This is an optimization exercise on Yosys and OpenROAD, whose aim is a short achievable clock period and few clock cycles, not a production implementation. Only simulation tests tie the RTL to the original design; equivalence was not proved. Power and IR drop assume default switching activity.

==> trial 30: inputs <==
==> flow/design.v <==
package rv_pkg;
    localparam int          xlen       = 32;
    localparam int          reg_addr_w = 5;
    localparam logic [31:0] reset_pc   = 32'h0000_0000;   
    localparam logic [6:0] opc_op     = 7'b0110011;   
    localparam logic [6:0] opc_op_imm = 7'b0010011;   
    localparam logic [6:0] opc_lui    = 7'b0110111;
    localparam logic [6:0] opc_branch = 7'b1100011;
    localparam logic [6:0] f7_alt = 7'b0100000;   
    typedef logic [xlen-1:0]       word_t;
    typedef logic [reg_addr_w-1:0] reg_addr_t;
    typedef struct packed {
        logic add;
        logic sub;
        logic sll;
        logic slt;
        logic sltu;
        logic xor_;
        logic sr;        
        logic sra;       
        logic or_;
        logic and_;
    } alu_sel_t;
    typedef struct packed {
        logic eq;
        logic lt;
        logic ltu;
        logic inv;
    } br_sel_t;
    function automatic word_t br_target(input word_t pc, input word_t w);
        logic [12:0] bimm;
        logic [13:0] lo;
        logic [18:0] hi;
        bimm = {w[31], w[7], w[30:25], w[11:8], 1'b0};
        lo   = {1'b0, pc[12:0]} + {1'b0, bimm};
        if (bimm[12] == lo[13]) hi = pc[31:13];
        else if (lo[13])        hi = pc[31:13] + 19'd1;
        else                    hi = pc[31:13] - 19'd1;
        br_target = {hi, lo[12:0]};
    endfunction
    function automatic logic br_predict(input word_t w);
        logic is_br;
        logic f3_ok;
        logic rs_eq;
        is_br = w[6:0] == opc_branch;
        f3_ok = w[14:13] != 2'b01;                  
        rs_eq = w[19:15] == w[24:20];
        br_predict = is_br && f3_ok && (rs_eq ? (w[12] == w[14]) : w[31]);
    endfunction
endpackage
`timescale 1ns/1ns
module instr_fetch_decode (
    input  logic          clk,
    input  logic          reset,
    input  rv_pkg::word_t instr,          
    input  logic          mispredict,     
    input  rv_pkg::word_t fix_pc,         
    output rv_pkg::word_t pc,
    output logic          instr_rd_en,
    output logic          d_valid,
    output rv_pkg::word_t d_ir,
    output rv_pkg::word_t d_pc,
    output logic          d_pred
);
    logic          pred;
    rv_pkg::word_t target;
    assign pred   = rv_pkg::br_predict(instr);
    assign target = rv_pkg::br_target(pc, instr);
    always_ff @(posedge clk) begin
        if (reset) begin
            pc          <= rv_pkg::reset_pc;
            instr_rd_en <= 1'b0;
        end else begin
            instr_rd_en <= 1'b1;
            if (mispredict) begin
                pc <= fix_pc;
            end else if (instr_rd_en) begin
                pc <= pred ? target : pc + rv_pkg::word_t'(4);
            end
        end
    end
    always_ff @(posedge clk) begin
        d_valid <= instr_rd_en && !mispredict && !reset;
        d_ir    <= instr;
        d_pc    <= pc;
        d_pred  <= pred;
    end
endmodule
`timescale 1ns/1ns
module operand_fetch (
    input  logic                clk,
    input  logic                reset,
    input  logic                d_valid,
    input  rv_pkg::word_t       d_ir,
    input  rv_pkg::word_t       d_pc,
    input  logic                d_pred,
    input  logic                mispredict,
    input  logic                ex_wr,        
    input  rv_pkg::reg_addr_t   ex_rd,
    input  logic                res_wr,       
    input  rv_pkg::reg_addr_t   res_rd,
    input  rv_pkg::word_t       res_data,
    output logic                e_valid,
    output rv_pkg::word_t       e_pc,
    output rv_pkg::word_t       e_a,
    output rv_pkg::word_t       e_b,
    output logic                e_fwd_a,
    output logic                e_fwd_b,
    output rv_pkg::reg_addr_t   e_rd,
    output logic                e_wr,
    output rv_pkg::alu_sel_t    e_alu,
    output logic                e_br,
    output rv_pkg::br_sel_t     e_brs,
    output logic                e_pred,
    output rv_pkg::word_t       e_fix
);
    rv_pkg::word_t     regs [1:31];
    logic [6:0]        opc;
    logic [2:0]        f3;
    logic              is_op, is_imm, is_lui, is_br;
    logic              alt;
    rv_pkg::reg_addr_t rs1, rs2, rd;
    rv_pkg::word_t     imm;
    rv_pkg::word_t     rv1, rv2;
    rv_pkg::alu_sel_t  alu;
    assign opc    = d_ir[6:0];
    assign f3     = d_ir[14:12];
    assign is_op  = opc == rv_pkg::opc_op;
    assign is_imm = opc == rv_pkg::opc_op_imm;
    assign is_lui = opc == rv_pkg::opc_lui;
    assign is_br  = opc == rv_pkg::opc_branch && d_ir[14:13] != 2'b01;
    assign rs1    = is_lui ? 5'd0 : d_ir[19:15];    
    assign rs2    = d_ir[24:20];
    assign rd     = d_ir[11:7];
    assign alt    = is_op ? d_ir[31:25] == rv_pkg::f7_alt : (f3 == 3'b101 && d_ir[30]);
    assign imm    = is_lui ? {d_ir[31:12], 12'h000} : {{20{d_ir[31]}}, d_ir[31:20]};
    always_comb begin
        alu      = '0;
        alu.add  = is_lui || (f3 == 3'b000 && !alt);
        alu.sub  = !is_lui && f3 == 3'b000 && alt;
        alu.sll  = !is_lui && f3 == 3'b001;
        alu.slt  = !is_lui && f3 == 3'b010;
        alu.sltu = !is_lui && f3 == 3'b011;
        alu.xor_ = !is_lui && f3 == 3'b100;
        alu.sr   = !is_lui && f3 == 3'b101;
        alu.sra  = alt;
        alu.or_  = !is_lui && f3 == 3'b110;
        alu.and_ = !is_lui && f3 == 3'b111;
    end
    always_ff @(posedge clk) begin
        if (res_wr) begin
            regs[res_rd] <= res_data;
        end
    end
    always_comb begin
        if (rs1 == '0)                        rv1 = '0;
        else if (res_wr && res_rd == rs1)     rv1 = res_data;
        else                                  rv1 = regs[rs1];
        if (rs2 == '0)                        rv2 = '0;
        else if (res_wr && res_rd == rs2)     rv2 = res_data;
        else                                  rv2 = regs[rs2];
    end
    always_ff @(posedge clk) begin
        e_valid <= d_valid && !mispredict && !reset;
        e_pc    <= d_pc;
        e_a     <= rv1;
        e_b     <= (is_imm || is_lui) ? imm : rv2;
        e_fwd_a <= ex_wr && ex_rd == rs1 && rs1 != '0;
        e_fwd_b <= ex_wr && ex_rd == rs2 && rs2 != '0 && !(is_imm || is_lui);
        e_rd    <= rd;
        e_wr    <= (is_op || is_imm || is_lui) && rd != '0;
        e_alu   <= alu;
        e_br    <= is_br;
        e_brs   <= {f3[2:1] == 2'b00, f3[2:1] == 2'b10, f3[2:1] == 2'b11, f3[0]};
        e_pred  <= d_pred;
        e_fix   <= d_pred ? d_pc + rv_pkg::word_t'(4) : rv_pkg::br_target(d_pc, d_ir);
    end
endmodule
`timescale 1ns/1ns
module instr_exec (
    input  logic              clk,
    input  logic              reset,
    input  logic              e_valid,
    input  rv_pkg::word_t     e_pc,
    input  rv_pkg::word_t     e_a,
    input  rv_pkg::word_t     e_b,
    input  logic              e_fwd_a,
    input  logic              e_fwd_b,
    input  rv_pkg::reg_addr_t e_rd,
    input  logic              e_wr,
    input  rv_pkg::alu_sel_t  e_alu,
    input  logic              e_br,
    input  rv_pkg::br_sel_t   e_brs,
    input  logic              e_pred,
    input  rv_pkg::word_t     e_fix,
    output logic              mispredict,
    output rv_pkg::word_t     fix_pc,
    output logic              ex_wr,
    output logic              res_wr,
    output rv_pkg::word_t     res_pc,
    output rv_pkg::reg_addr_t res_rd,
    output rv_pkg::word_t     res_data
);
    rv_pkg::word_t a, b;
    rv_pkg::word_t alu_res;
    logic          eq, lt, ltu, cond;
    logic [32:0]   sr_in;
    assign a = e_fwd_a ? res_data : e_a;
    assign b = e_fwd_b ? res_data : e_b;
    assign eq    = a == b;
    assign lt    = $signed(a) < $signed(b);
    assign ltu   = a < b;
    assign sr_in = {e_alu.sra & a[31], a};
    assign alu_res = ({32{e_alu.add}}  & (a + b))
                   | ({32{e_alu.sub}}  & (a - b))
                   | ({32{e_alu.sll}}  & (a << b[4:0]))
                   | ({32{e_alu.slt}}  & {31'd0, lt})
                   | ({32{e_alu.sltu}} & {31'd0, ltu})
                   | ({32{e_alu.xor_}} & (a ^ b))
                   | ({32{e_alu.sr}}   & 32'($signed(sr_in) >>> b[4:0]))
                   | ({32{e_alu.or_}}  & (a | b))
                   | ({32{e_alu.and_}} & (a & b));
    assign cond       = ((e_brs.eq & eq) | (e_brs.lt & lt) | (e_brs.ltu & ltu)) ^ e_brs.inv;
    assign mispredict = e_valid && e_br && (cond != e_pred);
    assign fix_pc     = e_fix;
    assign ex_wr      = e_valid && e_wr;
    always_ff @(posedge clk) begin
        res_wr   <= ex_wr && !reset;
        res_pc   <= e_pc;
        res_rd   <= e_rd;
        res_data <= alu_res;
    end
endmodule
`timescale 1ns/1ns
module rv_core (
    input  logic        clk,
    input  logic        reset,
    input  logic [31:0] instr,             
    output logic [31:0] pc,
    output logic        instr_rd_en,
    output logic        retire_valid,      
    output logic [31:0] retire_pc,
    output logic [4:0]  retire_rd,
    output logic [31:0] retire_rd_data
);
    logic              mispredict;
    rv_pkg::word_t     fix_pc;
    logic              d_valid;
    rv_pkg::word_t     d_ir;
    rv_pkg::word_t     d_pc;
    logic              d_pred;
    logic              e_valid;
    rv_pkg::word_t     e_pc;
    rv_pkg::word_t     e_a;
    rv_pkg::word_t     e_b;
    logic              e_fwd_a;
    logic              e_fwd_b;
    rv_pkg::reg_addr_t e_rd;
    logic              e_wr;
    rv_pkg::alu_sel_t  e_alu;
    logic              e_br;
    rv_pkg::br_sel_t   e_brs;
    logic              e_pred;
    rv_pkg::word_t     e_fix;
    logic              ex_wr;
    instr_fetch_decode instr_fetch_decode_inst (
        .clk         (clk),
        .reset       (reset),
        .instr       (instr),
        .mispredict  (mispredict),
        .fix_pc      (fix_pc),
        .pc          (pc),
        .instr_rd_en (instr_rd_en),
        .d_valid     (d_valid),
        .d_ir        (d_ir),
        .d_pc        (d_pc),
        .d_pred      (d_pred)
    );
    operand_fetch operand_fetch_inst (
        .clk        (clk),
        .reset      (reset),
        .d_valid    (d_valid),
        .d_ir       (d_ir),
        .d_pc       (d_pc),
        .d_pred     (d_pred),
        .mispredict (mispredict),
        .ex_wr      (ex_wr),
        .ex_rd      (e_rd),
        .res_wr     (retire_valid),
        .res_rd     (retire_rd),
        .res_data   (retire_rd_data),
        .e_valid    (e_valid),
        .e_pc       (e_pc),
        .e_a        (e_a),
        .e_b        (e_b),
        .e_fwd_a    (e_fwd_a),
        .e_fwd_b    (e_fwd_b),
        .e_rd       (e_rd),
        .e_wr       (e_wr),
        .e_alu      (e_alu),
        .e_br       (e_br),
        .e_brs      (e_brs),
        .e_pred     (e_pred),
        .e_fix      (e_fix)
    );
    instr_exec instr_exec_inst (
        .clk        (clk),
        .reset      (reset),
        .e_valid    (e_valid),
        .e_pc       (e_pc),
        .e_a        (e_a),
        .e_b        (e_b),
        .e_fwd_a    (e_fwd_a),
        .e_fwd_b    (e_fwd_b),
        .e_rd       (e_rd),
        .e_wr       (e_wr),
        .e_alu      (e_alu),
        .e_br       (e_br),
        .e_brs      (e_brs),
        .e_pred     (e_pred),
        .e_fix      (e_fix),
        .mispredict (mispredict),
        .fix_pc     (fix_pc),
        .ex_wr      (ex_wr),
        .res_wr     (retire_valid),
        .res_pc     (retire_pc),
        .res_rd     (retire_rd),
        .res_data   (retire_rd_data)
    );
endmodule
==> flow/run.sh <==
#!/bin/bash
# synth_recipe.tcl (not shown) runs the flow's synth.tcl, then flattens the netlist and writes it again
# the make line also repeats each setting of config.mk as NAME=value (left out here)
make -C /OpenROAD-flow-scripts/flow DESIGN_CONFIG=/design/flow/config.mk WORK_HOME=/design/flow/orfs CLKGATE_MAP_FILE= SYNTH_SCRIPT=/design/flow/synth_recipe.tcl finish
==> flow/config.mk <==
export PLATFORM = sky130hd
export DESIGN_NAME = rv_core
export DESIGN_NICKNAME = rv_core
export VERILOG_FILES = /design/flow/design.v
export SDC_FILE = /design/flow/constraint.sdc
export NUM_CORES = 4
export LEC_CHECK = 0
export CAP_MARGIN = 20
export CORE_MARGIN = 2
export CORE_UTILIZATION = 40
export SLEW_MARGIN = 20
==> flow/constraint.sdc <==
create_clock -name core_clock -period 7.0 [get_ports {clk}]
set_input_delay 1.4000 -clock core_clock [delete_from_list [all_inputs] [get_ports {clk}]]
set_output_delay 1.4000 -clock core_clock [all_outputs]
set_load 0.01 [all_outputs]
==> trial 54: changes against trial 30 <==
--- a/flow/design.v
+++ b/flow/design.v
@@ -59,8 +59,4 @@
     output logic          instr_rd_en,
-    output logic          d_valid,
-    output rv_pkg::word_t d_ir,
-    output rv_pkg::word_t d_pc,
-    output logic          d_pred
+    output logic          pred            
 );
-    logic          pred;
     rv_pkg::word_t target;
@@ -81,8 +77,2 @@
     end
-    always_ff @(posedge clk) begin
-        d_valid <= instr_rd_en && !mispredict && !reset;
-        d_ir    <= instr;
-        d_pc    <= pc;
-        d_pred  <= pred;
-    end
 endmodule
@@ -247,6 +237,3 @@
     rv_pkg::word_t     fix_pc;
-    logic              d_valid;
-    rv_pkg::word_t     d_ir;
-    rv_pkg::word_t     d_pc;
-    logic              d_pred;
+    logic              pred;
     logic              e_valid;
@@ -273,6 +260,3 @@
         .instr_rd_en (instr_rd_en),
-        .d_valid     (d_valid),
-        .d_ir        (d_ir),
-        .d_pc        (d_pc),
-        .d_pred      (d_pred)
+        .pred        (pred)
     );
@@ -281,6 +265,6 @@
         .reset      (reset),
-        .d_valid    (d_valid),
-        .d_ir       (d_ir),
-        .d_pc       (d_pc),
-        .d_pred     (d_pred),
+        .d_valid    (instr_rd_en),
+        .d_ir       (instr),
+        .d_pc       (pc),
+        .d_pred     (pred),
         .mispredict (mispredict),
ABC_CLOCK_PERIOD_IN_PS = 3000   (was default)
SETUP_SLACK_MARGIN = 4.0   (was default)
==> run summary <==
Trial 30 passed the timing, design-rule and antenna checks. Trial 54 completed with no timing, DRC or antenna violations.
Against trial 54, the worst setup slack of trial 30 is lower by 1.1 ns.
Clock-buffer cell count: trial 54 is lower than trial 30 (2).
Cell area: trial 30 is smaller than trial 54 (9.9%).
Of trial 54 and trial 30, trial 54 has the higher non-clock buffer count (gap 488).
==> figures <==
item	trial 30	trial 54
Count of buffering cells on the critical path with inverters included	1	3
Wire length on met1	98200 um	107000 um
Status	timing/DRC/antenna clean	timing/DRC/antenna clean
Met2 wire len	111000 um	126000 um
Average cell area after synthesis	11.5 sq um	11.3 sq um
Synth Area in XOR/XNOR	1.49%	1.25%
Area of combinational cells with multiple inputs	31000 sq um	33300 sq um
Grt met2 use	42.8%	49.0%
Width of the chip	420 um	410 um
Clock power share	37.4%	33.3%
Testbench counts of trial 30, summed over its fixed seeds: cycles 52,776.
Testbench counts of trial 54, summed over its fixed seeds: cycles 50,928.

==> port drivers added, routing unchanged <==
Ports are ideal in the flow. The routed layouts listed here were re-timed in OpenROAD. Step 1 assumes that a clkbuf_16 drives the clock port and a buf_2 every other input. Step 2, shift: input delay + t, output delay - t, t = (earliest + latest rising clock arrival at the registers) / 2. This alone moves slack from input paths to output paths. Three values: ideal, step 1, step 2; two values: the first two.
run | t, ns | setup slack, ns | slew at the worst register clock pin (ns)
trial 30 | 0.861 | 1.386 / 1.385 / 0.524 | 0.08 / 0.08
trial 54 | 0.891 | 2.484 / 2.519 / 1.628 | 0.07 / 0.07
After both steps every run listed still meets setup and hold. For trial 30, which loses most, drivers alone change the setup slack by -0.001 ns; drivers and shift together by -0.862 ns.
